Background: an optimization exercise with open tools, aiming at small area, a short achievable clock period and few clock cycles per item. Do not read the settings as production practice. Where RTL was checked, it was by simulation tests only, not by an equivalence proof against the original. No activity file was given, so power comes from the tool's default toggle rates.

==> module ethernet_ipv4_header_classifier, before the edit <==
module ethernet_ipv4_header_classifier (
  input  logic         clk,
  input  logic         rst_n,
  input  logic         in_tvalid,
  output logic         in_tready,
  input  logic [7:0]   in_tdata,
  input  logic         in_tlast,
  output logic         out_tvalid,
  input  logic         out_tready,
  output logic [127:0] out_tdata
);
  logic [16:0] lc_r;         
  logic [5:0]  sp_r;         
  logic [1:0]  et_r;         
  logic        a4_r;         
  logic [1:0]  pr_r;         
  logic [3:0]  thm_r;        
  logic        tok_r;        
  logic [6:0]  q_r;          
  logic        ak_r;         
  logic        pk_r;         
  logic [31:0] src_r, dst_r;
  logic [7:0]  ttl_r;
  logic [15:0] sport_r, dport_r;
  logic        acc_o, dec_o, aok_o, pok_o;
  logic [2:0]  cls_o;
  logic        ov_r, skv_r, itr_r;
  logic [2:0]  sk_cls;       
  logic [7:0] d;
  logic fire, mid, ev, out_free, to_out, sk_move;
  assign d        = in_tdata;
  assign fire     = in_tvalid && itr_r;
  assign mid      = fire && !in_tlast;
  assign ev       = fire && in_tlast;
  assign out_free = !ov_r || out_tready;
  assign to_out   = ev && out_free;
  assign sk_move  = skv_r && out_tready;
  logic p12, p13, p14, p22, p23, pge13;
  logic [3:0] psrc, pdst;
  assign p12   = sp_r == 6'd12;
  assign p13   = sp_r == 6'd13;
  assign p14   = sp_r == 6'd14;
  assign p22   = sp_r == 6'd22;
  assign p23   = sp_r == 6'd23;
  assign psrc  = {sp_r == 6'd26, sp_r == 6'd27, sp_r == 6'd28, sp_r == 6'd29};
  assign pdst  = {sp_r == 6'd30, sp_r == 6'd31, sp_r == 6'd32, sp_r == 6'd33};
  assign pge13 = sp_r >= 6'd13;
  logic t1, t2, t3, t4, t13;
  assign t1  = q_r == 7'h7e;
  assign t2  = q_r == 7'h7f;
  assign t3  = q_r == 7'd0;
  assign t4  = q_r == 7'd1;
  assign t13 = q_r == 7'd10;
  logic e4_13, ea_13, e6_13, e4, ea, e6;
  assign e4_13 = et_r == 2'b01 && d == 8'h00;
  assign ea_13 = et_r == 2'b01 && d == 8'h06;
  assign e6_13 = et_r == 2'b10 && d == 8'hDD;
  assign e4 = p13 ? e4_13 : et_r == 2'b01;
  assign ea = p13 ? ea_13 : et_r == 2'b10;
  assign e6 = p13 ? e6_13 : et_r == 2'b11;
  logic ge, r_aok, r_acc, r_dec;
  logic [2:0] r_cls;
  assign ge    = pge13;
  assign r_aok = ak_r;
  assign r_cls[2] = ge && !e4 || r_aok && pr_r == 2'b00;
  assign r_cls[1] = ge && !e4 && !ea || r_aok && pr_r[1];
  assign r_cls[0] = ge && !e4 && !e6 || r_aok && pr_r[0];
  assign r_acc = ge && !e4 || r_aok;
  assign r_dec = ge && ea || r_aok;
  logic ak_nxt, pk_nxt;
  assign ak_nxt = ak_r || a4_r && q_r == 7'h7c;
  assign pk_nxt = pk_r || a4_r && !q_r[6] &&
                  (pr_r == 2'b01 && tok_r && q_r[5:2] == thm_r && q_r[1:0] == 2'b00 ||
                   pr_r == 2'b10 && q_r[5:0] == 6'd4);
  always_ff @(posedge clk) begin
    if (!rst_n) begin
      a4_r <= 1'b0;
      q_r  <= 7'h40;
      ak_r <= 1'b0;
      pk_r <= 1'b0;
    end else if (fire) begin
      ak_r <= !in_tlast && ak_nxt;
      pk_r <= !in_tlast && pk_nxt;
      if (in_tlast) begin
        a4_r <= 1'b0;
        q_r  <= 7'h40;
      end else if (p14 && d[3:0] >= 4'd5) begin
        a4_r <= e4 && d[7:4] == 4'd4;
        q_r  <= {1'b1, ~d[3:0], 2'b11};
      end else if (q_r != 7'd63) begin
        q_r <= q_r + 7'd1;
      end
    end
  end
  always_ff @(posedge clk) begin
    if (!rst_n) begin
      lc_r <= 17'd1;
      sp_r <= 6'd0;
    end else begin
      if (!ov_r) begin
        if (mid && !lc_r[16]) lc_r <= lc_r + 17'd1;
      end else if (out_tready) begin
        lc_r <= {11'd0, sp_r + {5'd0, mid} + 6'd1};
      end
      if (sk_move || to_out) begin
        sp_r <= 6'd0;
      end else if (mid && sp_r != 6'd63) begin
        sp_r <= sp_r + 6'd1;
      end
    end
  end
  always_ff @(posedge clk) begin
    if (fire) begin
      if (p12) et_r <= {d == 8'h86, d == 8'h08};
      if (p13) et_r <= e4_13 ? 2'b01 : ea_13 ? 2'b10 : e6_13 ? 2'b11 : 2'b00;
      if (p23) pr_r <= (d == 8'd6)  ? 2'b01 :
                       (d == 8'd17) ? 2'b10 :
                       (d == 8'd1)  ? 2'b11 : 2'b00;
      if (t13) begin
        thm_r <= d[7:4] - 4'd1;
        tok_r <= d[7:4] >= 4'd5;
      end
    end
  end
  logic       clr_a, clr_p;
  logic [7:0] da, dp;
  assign clr_a = sk_move || (to_out && !r_aok);
  assign clr_p = sk_move || (to_out && !pk_r);
  assign da    = clr_a ? 8'd0 : d;
  assign dp    = clr_p ? 8'd0 : d;
  always_ff @(posedge clk) begin
    if (clr_a || fire && p22) ttl_r <= da;
    for (int i = 0; i < 4; i++) begin
      if (clr_a || fire && psrc[i]) src_r[8*i +: 8] <= da;
      if (clr_a || fire && pdst[i]) dst_r[8*i +: 8] <= da;
    end
    if (clr_p || fire && t1) sport_r[15:8] <= dp;
    if (clr_p || fire && t2) sport_r[7:0]  <= dp;
    if (clr_p || fire && t3) dport_r[15:8] <= dp;
    if (clr_p || fire && t4) dport_r[7:0]  <= dp;
  end
  always_ff @(posedge clk) begin
    if (sk_move) begin
      cls_o <= sk_cls;
      acc_o <= sk_cls[2];
      dec_o <= sk_cls[2] && !sk_cls[1];
      aok_o <= 1'b0;
      pok_o <= 1'b0;
    end else if (to_out) begin
      cls_o <= r_cls;
      acc_o <= r_acc;
      dec_o <= r_dec;
      aok_o <= r_aok;
      pok_o <= pk_r;
    end
    if (ev && !out_free) sk_cls <= r_cls;
  end
  logic ov_nxt, skv_nxt, blk_nxt;
  assign ov_nxt  = ov_r && !out_tready || skv_r || ev;
  assign skv_nxt = skv_r ? !out_tready : ev && ov_r && !out_tready;
  assign blk_nxt = ov_r && !out_tready && (mid ? sp_r >= 6'd21 : sp_r >= 6'd22);
  always_ff @(posedge clk) begin
    if (!rst_n) begin
      ov_r  <= 1'b0;
      skv_r <= 1'b0;
      itr_r <= 1'b1;
    end else begin
      ov_r  <= ov_nxt;
      skv_r <= skv_nxt;
      itr_r <= !skv_nxt && !blk_nxt;
    end
  end
  assign in_tready  = itr_r;
  assign out_tvalid = ov_r;
  assign out_tdata  = {lc_r, dport_r, sport_r, pok_o, ttl_r, dst_r, src_r,
                       aok_o, dec_o, cls_o, acc_o};
endmodule
clock: 5.5 ns
lec_check: 0
abc_area: 1
cap_margin: 20
core_margin: 2
core_utilization: 50
cts_buf_list: sky130_fd_sc_hd__clkbuf_4 sky130_fd_sc_hd__clkbuf_8
setup_slack_margin: 3.4
slew_margin: 20
tns_end_percent: 20
standard.sh (not shown) runs the stock make flow with config.mk's settings and CLKGATE_MAP_FILE= SYNTH_SCRIPT=/design/flow/synth_recipe.tcl, a recipe that flattens the netlist after the stock synthesis.
==> flow/flow/run.sh <==
#!/bin/bash
# Standard synthesis, then the standard layout with plain buffers on the ports and
# without the delay cells as buffers.
set -uo pipefail
bash standard.sh synth > synth.log 2>&1 || exit 1
export BUFFER_PORTS_ARGS="-buffer_cell sky130_fd_sc_hd__buf_1"
export DONT_USE_CELLS="sky130_fd_sc_hd__clkdlybuf4s15_1 sky130_fd_sc_hd__clkdlybuf4s15_2 sky130_fd_sc_hd__clkdlybuf4s18_1 sky130_fd_sc_hd__clkdlybuf4s18_2 sky130_fd_sc_hd__clkdlybuf4s25_1 sky130_fd_sc_hd__clkdlybuf4s25_2 sky130_fd_sc_hd__clkdlybuf4s50_1 sky130_fd_sc_hd__clkdlybuf4s50_2 sky130_fd_sc_hd__dlygate4sd1_1 sky130_fd_sc_hd__dlygate4sd2_1 sky130_fd_sc_hd__dlygate4sd3_1 sky130_fd_sc_hd__dlymetal6s2s_1 sky130_fd_sc_hd__dlymetal6s4s_1 sky130_fd_sc_hd__dlymetal6s6s_1"
export CTS_ARGS="-sink_clustering_enable -repair_clock_nets -dont_use_dummy_load -buf_list {sky130_fd_sc_hd__clkbuf_4 sky130_fd_sc_hd__clkbuf_8}"
bash standard.sh > layout.log 2>&1
The first run finished clean.
Testbench counts at the start, summed over its fixed seeds: cycles 308,813, bytes 308,670.
Next try:
--- a/flow/design.v
+++ b/flow/design.v
@@ -11,14 +11,13 @@
 );
   logic [16:0] lc_r;         
   logic [5:0]  sp_r;         
   logic [1:0]  et_r;         
   logic        a4_r;         
   logic [1:0]  pr_r;         
-  logic [3:0]  thm_r;        
-  logic        tok_r;        
+  logic        tdn_r;        
   logic [6:0]  q_r;          
   logic        ak_r;         
   logic        pk_r;         
   logic [31:0] src_r, dst_r;
   logic [7:0]  ttl_r;
   logic [15:0] sport_r, dport_r;
@@ -43,17 +42,17 @@
   assign p22   = sp_r == 6'd22;
   assign p23   = sp_r == 6'd23;
   assign psrc  = {sp_r == 6'd26, sp_r == 6'd27, sp_r == 6'd28, sp_r == 6'd29};
   assign pdst  = {sp_r == 6'd30, sp_r == 6'd31, sp_r == 6'd32, sp_r == 6'd33};
   assign pge13 = sp_r >= 6'd13;
   logic t1, t2, t3, t4, t13;
-  assign t1  = q_r == 7'h7e;
-  assign t2  = q_r == 7'h7f;
-  assign t3  = q_r == 7'd0;
-  assign t4  = q_r == 7'd1;
-  assign t13 = q_r == 7'd10;
+  assign t1  = !tdn_r && q_r == 7'h7e;
+  assign t2  = !tdn_r && q_r == 7'h7f;
+  assign t3  = !tdn_r && q_r == 7'd0;
+  assign t4  = !tdn_r && q_r == 7'd1;
+  assign t13 = !tdn_r && q_r == 7'd10;
   logic e4_13, ea_13, e6_13, e4, ea, e6;
   assign e4_13 = et_r == 2'b01 && d == 8'h00;
   assign ea_13 = et_r == 2'b01 && d == 8'h06;
   assign e6_13 = et_r == 2'b10 && d == 8'hDD;
   assign e4 = p13 ? e4_13 : et_r == 2'b01;
   assign ea = p13 ? ea_13 : et_r == 2'b10;
@@ -67,29 +66,34 @@
   assign r_cls[0] = ge && !e4 && !e6 || r_aok && pr_r[0];
   assign r_acc = ge && !e4 || r_aok;
   assign r_dec = ge && ea || r_aok;
   logic ak_nxt, pk_nxt;
   assign ak_nxt = ak_r || a4_r && q_r == 7'h7c;
   assign pk_nxt = pk_r || a4_r && !q_r[6] &&
-                  (pr_r == 2'b01 && tok_r && q_r[5:2] == thm_r && q_r[1:0] == 2'b00 ||
-                   pr_r == 2'b10 && q_r[5:0] == 6'd4);
+                  (pr_r == 2'b01 && tdn_r && q_r[5:0] == 6'd48 ||
+                   pr_r == 2'b10 && !tdn_r && q_r[5:0] == 6'd4);
   always_ff @(posedge clk) begin
     if (!rst_n) begin
-      a4_r <= 1'b0;
-      q_r  <= 7'h40;
-      ak_r <= 1'b0;
-      pk_r <= 1'b0;
+      a4_r  <= 1'b0;
+      q_r   <= 7'h40;
+      tdn_r <= 1'b0;
+      ak_r  <= 1'b0;
+      pk_r  <= 1'b0;
     end else if (fire) begin
       ak_r <= !in_tlast && ak_nxt;
       pk_r <= !in_tlast && pk_nxt;
       if (in_tlast) begin
-        a4_r <= 1'b0;
-        q_r  <= 7'h40;
+        a4_r  <= 1'b0;
+        q_r   <= 7'h40;
+        tdn_r <= 1'b0;
       end else if (p14 && d[3:0] >= 4'd5) begin
         a4_r <= e4 && d[7:4] == 4'd4;
         q_r  <= {1'b1, ~d[3:0], 2'b11};
+      end else if (t13) begin
+        q_r   <= (d[7:4] >= 4'd5) ? {1'b0, ~d[7:4], 2'b11} : 7'd63;
+        tdn_r <= 1'b1;
       end else if (q_r != 7'd63) begin
         q_r <= q_r + 7'd1;
       end
     end
   end
   always_ff @(posedge clk) begin
@@ -113,16 +117,12 @@
     if (fire) begin
       if (p12) et_r <= {d == 8'h86, d == 8'h08};
       if (p13) et_r <= e4_13 ? 2'b01 : ea_13 ? 2'b10 : e6_13 ? 2'b11 : 2'b00;
       if (p23) pr_r <= (d == 8'd6)  ? 2'b01 :
                        (d == 8'd17) ? 2'b10 :
                        (d == 8'd1)  ? 2'b11 : 2'b00;
-      if (t13) begin
-        thm_r <= d[7:4] - 4'd1;
-        tok_r <= d[7:4] >= 4'd5;
-      end
     end
   end
   logic       clr_a, clr_p;
   logic [7:0] da, dp;
   assign clr_a = sk_move || (to_out && !r_aok);
   assign clr_p = sk_move || (to_out && !pk_r);
Result: Power goes down by 1.6%. Die area goes down by 1.4%. Worst hold slack loses 0.014 ns. Core utilization goes down by 0.46 points. Wire length goes down by 1.6%. Cell area goes down by 1.5%. Non-clock buffer count goes down by 7. Global-route usage goes down by 0.23 points. Clock skew goes up by 0.0044 ns. Setup slack loses 0.011 ns. First-iteration DRC count goes down by 1.2%. Synthesized cell count goes up by 4.3%. Final cell count goes up by 2.3%.
Testbench counts after the change, summed over its fixed seeds: cycles 308,813, bytes 308,670.

---

Another version of the RTL of ethernet_ipv4_header_classifier (not shown whole).
Size in the first run: ~640 cells after synthesis, roughly 160 flip-flops, ~140 I/O pins, ~0.0068 mm2 of cells after synthesis.
==> module ethernet_ipv4_header_classifier, before the edit <==
module ethernet_ipv4_header_classifier (
  input  logic         clk,
  input  logic         rst_n,
  input  logic         in_tvalid,
  output logic         in_tready,
  input  logic [7:0]   in_tdata,
  input  logic         in_tlast,
  output logic         out_tvalid,
  input  logic         out_tready,
  output logic [127:0] out_tdata
);
  logic [16:0] lc_r;         
  logic [5:0]  sp_r;         
  logic [1:0]  et_r;         
  logic        a4_r;         
  logic [1:0]  pr_r;         
  logic [3:0]  thm_r;        
  logic        tok_r;        
  logic [6:0]  q_r;          
  logic        ak_r;         
  logic        pk_r;         
  logic        p13_r;        
  logic [31:0] src_r, dst_r;
  logic [7:0]  ttl_r;
  logic [15:0] sport_r, dport_r;
  logic        acc_o, dec_o, aok_o, pok_o;
  logic [2:0]  cls_o;
  logic        ov_r, skv_r, itr_r;
  logic [2:0]  sk_cls;       
  logic [7:0] d;
  logic fire, mid, last13, res_now, ev, out_free, to_out, sk_move;
  assign d        = in_tdata;
  assign fire     = in_tvalid && itr_r;
  assign mid      = fire && !in_tlast;
  assign last13   = fire && in_tlast && p13;
  assign res_now  = fire && in_tlast && !p13;
  assign ev       = res_now || p13_r;
  assign out_free = !ov_r || out_tready;
  assign to_out   = ev && out_free;
  assign sk_move  = skv_r && out_tready;
  logic p12, p13, p14, p22, p23, pge14;
  logic [3:0] psrc, pdst;
  assign p12   = sp_r == 6'd12;
  assign p13   = sp_r == 6'd13;
  assign p14   = sp_r == 6'd14;
  assign p22   = sp_r == 6'd22;
  assign p23   = sp_r == 6'd23;
  assign psrc  = {sp_r == 6'd26, sp_r == 6'd27, sp_r == 6'd28, sp_r == 6'd29};
  assign pdst  = {sp_r == 6'd30, sp_r == 6'd31, sp_r == 6'd32, sp_r == 6'd33};
  assign pge14 = sp_r >= 6'd14;
  logic t1, t2, t3, t4, t13;
  assign t1  = q_r == 7'h7e;
  assign t2  = q_r == 7'h7f;
  assign t3  = q_r == 7'd0;
  assign t4  = q_r == 7'd1;
  assign t13 = q_r == 7'd10;
  logic ge, e4, ea, e6, r_aok, r_acc, r_dec;
  logic [2:0] r_cls;
  assign e4    = et_r == 2'b01;
  assign ea    = et_r == 2'b10;
  assign e6    = et_r == 2'b11;
  assign ge    = pge14 || p13_r;
  assign r_aok = ak_r;
  assign r_cls[2] = ge && !e4 || r_aok && pr_r == 2'b00;
  assign r_cls[1] = ge && !e4 && !ea || r_aok && pr_r[1];
  assign r_cls[0] = ge && !e4 && !e6 || r_aok && pr_r[0];
  assign r_acc = ge && !e4 || r_aok;
  assign r_dec = ge && ea || r_aok;
  logic ak_nxt, pk_nxt;
  assign ak_nxt = ak_r || a4_r && q_r == 7'h7c;
  assign pk_nxt = pk_r || a4_r && !q_r[6] &&
                  (pr_r == 2'b01 && tok_r && q_r[5:2] == thm_r && q_r[1:0] == 2'b00 ||
                   pr_r == 2'b10 && q_r[5:0] == 6'd4);
  always_ff @(posedge clk) begin
    if (!rst_n) begin
      a4_r <= 1'b0;
      q_r  <= 7'h40;
      ak_r <= 1'b0;
      pk_r <= 1'b0;
    end else if (fire) begin
      ak_r <= !in_tlast && ak_nxt;
      pk_r <= !in_tlast && pk_nxt;
      if (in_tlast) begin
        a4_r <= 1'b0;
        q_r  <= 7'h40;
      end else if (p14 && d[3:0] >= 4'd5) begin
        a4_r <= e4 && d[7:4] == 4'd4;
        q_r  <= {1'b1, ~d[3:0], 2'b11};
      end else if (q_r != 7'd63) begin
        q_r <= q_r + 7'd1;
      end
    end
  end
  always_ff @(posedge clk) begin
    if (!rst_n) begin
      lc_r <= 17'd1;
      sp_r <= 6'd0;
    end else begin
      if (!ov_r) begin
        if (mid && !lc_r[16]) lc_r <= lc_r + 17'd1;
      end else if (out_tready) begin
        lc_r <= {11'd0, sp_r + {5'd0, mid} + 6'd1};
      end
      if (sk_move || to_out) begin
        sp_r <= 6'd0;
      end else if (mid && sp_r != 6'd63) begin
        sp_r <= sp_r + 6'd1;
      end
    end
  end
  always_ff @(posedge clk) begin
    if (fire) begin
      if (p12) et_r <= {d == 8'h86, d == 8'h08};
      if (p13) et_r <= (e4 && d == 8'h00) ? 2'b01 :
                       (e4 && d == 8'h06) ? 2'b10 :
                       (ea && d == 8'hDD) ? 2'b11 : 2'b00;
      if (p23) pr_r <= (d == 8'd6)  ? 2'b01 :
                       (d == 8'd17) ? 2'b10 :
                       (d == 8'd1)  ? 2'b11 : 2'b00;
      if (t13) begin
        thm_r <= d[7:4] - 4'd1;
        tok_r <= d[7:4] >= 4'd5;
      end
    end
  end
  logic       clr_a, clr_p;
  logic [7:0] da, dp;
  assign clr_a = sk_move || (to_out && !r_aok);
  assign clr_p = sk_move || (to_out && !pk_r);
  assign da    = clr_a ? 8'd0 : d;
  assign dp    = clr_p ? 8'd0 : d;
  always_ff @(posedge clk) begin
    if (clr_a || fire && p22) ttl_r <= da;
    for (int i = 0; i < 4; i++) begin
      if (clr_a || fire && psrc[i]) src_r[8*i +: 8] <= da;
      if (clr_a || fire && pdst[i]) dst_r[8*i +: 8] <= da;
    end
    if (clr_p || fire && t1) sport_r[15:8] <= dp;
    if (clr_p || fire && t2) sport_r[7:0]  <= dp;
    if (clr_p || fire && t3) dport_r[15:8] <= dp;
    if (clr_p || fire && t4) dport_r[7:0]  <= dp;
  end
  always_ff @(posedge clk) begin
    if (sk_move) begin
      cls_o <= sk_cls;
      acc_o <= sk_cls[2];
      dec_o <= sk_cls[2] && !sk_cls[1];
      aok_o <= 1'b0;
      pok_o <= 1'b0;
    end else if (to_out) begin
      cls_o <= r_cls;
      acc_o <= r_acc;
      dec_o <= r_dec;
      aok_o <= r_aok;
      pok_o <= pk_r;
    end
    if (ev && !out_free) sk_cls <= r_cls;
  end
  logic ov_nxt, skv_nxt, blk_nxt;
  assign ov_nxt  = ov_r && !out_tready || skv_r || ev;
  assign skv_nxt = skv_r ? !out_tready : ev && ov_r && !out_tready;
  assign blk_nxt = ov_r && !out_tready && (mid ? sp_r >= 6'd21 : sp_r >= 6'd22);
  always_ff @(posedge clk) begin
    if (!rst_n) begin
      ov_r  <= 1'b0;
      skv_r <= 1'b0;
      itr_r <= 1'b1;
      p13_r <= 1'b0;
    end else begin
      ov_r  <= ov_nxt;
      skv_r <= skv_nxt;
      itr_r <= !skv_nxt && !blk_nxt && !last13;
      p13_r <= last13;
    end
  end
  assign in_tready  = itr_r;
  assign out_tvalid = ov_r;
  assign out_tdata  = {lc_r, dport_r, sport_r, pok_o, ttl_r, dst_r, src_r,
                       aok_o, dec_o, cls_o, acc_o};
endmodule
clock: 5.5 ns
lec_check: 0
abc_area: 1
cap_margin: 20
core_margin: 2
core_utilization: 55
setup_slack_margin: 3.4
slew_margin: 20
==> flow/flow/run.sh <==
#!/bin/bash
# Standard synthesis, then the standard layout with plain buffers on the ports and
# without the delay cells as buffers.
set -uo pipefail
bash standard.sh synth > synth.log 2>&1 || exit 1
export BUFFER_PORTS_ARGS="-buffer_cell sky130_fd_sc_hd__buf_2"
export DONT_USE_CELLS="sky130_fd_sc_hd__clkdlybuf4s15_1 sky130_fd_sc_hd__clkdlybuf4s15_2 sky130_fd_sc_hd__clkdlybuf4s18_1 sky130_fd_sc_hd__clkdlybuf4s18_2 sky130_fd_sc_hd__clkdlybuf4s25_1 sky130_fd_sc_hd__clkdlybuf4s25_2 sky130_fd_sc_hd__clkdlybuf4s50_1 sky130_fd_sc_hd__clkdlybuf4s50_2 sky130_fd_sc_hd__dlygate4sd1_1 sky130_fd_sc_hd__dlygate4sd2_1 sky130_fd_sc_hd__dlygate4sd3_1 sky130_fd_sc_hd__dlymetal6s2s_1 sky130_fd_sc_hd__dlymetal6s4s_1 sky130_fd_sc_hd__dlymetal6s6s_1"
bash standard.sh > layout.log 2>&1
Then changed:
--- a/flow/design.v
+++ b/flow/design.v
@@ -17,7 +17,6 @@
   logic [3:0]  thm_r;        
   logic        tok_r;        
   logic [6:0]  q_r;          
-  logic        ak_r;         
   logic        pk_r;         
   logic        p13_r;        
   logic [31:0] src_r, dst_r;
@@ -49,43 +48,40 @@
   assign pdst  = {sp_r == 6'd30, sp_r == 6'd31, sp_r == 6'd32, sp_r == 6'd33};
   assign pge14 = sp_r >= 6'd14;
   logic t1, t2, t3, t4, t13;
-  assign t1  = q_r == 7'h7e;
-  assign t2  = q_r == 7'h7f;
-  assign t3  = q_r == 7'd0;
-  assign t4  = q_r == 7'd1;
-  assign t13 = q_r == 7'd10;
+  assign t1  = q_r == 7'd1;
+  assign t2  = q_r == 7'd2;
+  assign t3  = q_r == 7'd3;
+  assign t4  = q_r == 7'd4;
+  assign t13 = q_r == 7'd13;
   logic ge, e4, ea, e6, r_aok, r_acc, r_dec;
   logic [2:0] r_cls;
   assign e4    = et_r == 2'b01;
   assign ea    = et_r == 2'b10;
   assign e6    = et_r == 2'b11;
   assign ge    = pge14 || p13_r;
-  assign r_aok = ak_r;
+  assign r_aok = a4_r && !q_r[6];
   assign r_cls[2] = ge && !e4 || r_aok && pr_r == 2'b00;
   assign r_cls[1] = ge && !e4 && !ea || r_aok && pr_r[1];
   assign r_cls[0] = ge && !e4 && !e6 || r_aok && pr_r[0];
   assign r_acc = ge && !e4 || r_aok;
   assign r_dec = ge && ea || r_aok;
-  logic ak_nxt, pk_nxt;
-  assign ak_nxt = ak_r || a4_r && q_r == 7'h7c;
+  logic pk_nxt;
   assign pk_nxt = pk_r || a4_r && !q_r[6] &&
-                  (pr_r == 2'b01 && tok_r && q_r[5:2] == thm_r && q_r[1:0] == 2'b00 ||
-                   pr_r == 2'b10 && q_r[5:0] == 6'd4);
+                  (pr_r == 2'b01 && tok_r && q_r[5:2] == thm_r && q_r[1:0] == 2'b11 ||
+                   pr_r == 2'b10 && q_r[5:0] == 6'd7);
   always_ff @(posedge clk) begin
     if (!rst_n) begin
       a4_r <= 1'b0;
       q_r  <= 7'h40;
-      ak_r <= 1'b0;
       pk_r <= 1'b0;
     end else if (fire) begin
-      ak_r <= !in_tlast && ak_nxt;
       pk_r <= !in_tlast && pk_nxt;
       if (in_tlast) begin
         a4_r <= 1'b0;
         q_r  <= 7'h40;
       end else if (p14 && d[3:0] >= 4'd5) begin
         a4_r <= e4 && d[7:4] == 4'd4;
-        q_r  <= {1'b1, ~d[3:0], 2'b11};
+        q_r  <= 7'd2 - {1'b0, d[3:0], 2'b00};
       end else if (q_r != 7'd63) begin
         q_r <= q_r + 7'd1;
       end
The new run completed without violations.
Final area increases by 1.3%.
Routed wire length went down by 5.5%.
Power stays flat.
Sequential power is about the same.
Area after synthesis came out higher by 0.61%.
Clock skew barely changes.
Clock-buffer cell count fell by 1.
Hold slack gains 0.019 ns.
Global-route usage shrinks by 1.4 points.
Setup slack gains 0.028 ns.
Die area rises by 0.58%.
Via count shrinks by 0.80%.
Sequential cell count is lower by 1.
No functional check of the RTL was part of any run of this note.

-- re-timing with driven ports --
No port has a modelled driver above. Below, the same layouts with a new extraction and two added sets of constraints. Step 1 sets driving cells, clkbuf_16 on the clock port and buf_2 on the other inputs (assumed; they add their load-dependent delay and slew). Step 2 also shifts input and output timing later by t, the mid clock arrival at the registers, as if the neighbouring blocks saw the same clock. Slacks: ideal / step 1 / step 2; pairs: ideal / step 1.
run	t (ns)	setup slack, ns	worst setup path after step 2
the first run of note 1	0.468	3.390 / 3.367 / 2.936	input to register
the second run of note 1	0.468	3.378 / 3.363 / 2.922	input to register
the first run of note 2	0.467	3.378 / 3.333 / 3.022	input to register
the second run of note 2	0.463	3.406 / 3.365 / 2.976	input to register
After both steps every run listed still meets setup and hold. For the second run of note 1, which loses most, drivers alone change the setup slack by -0.015 ns; drivers and shift together by -0.456 ns.
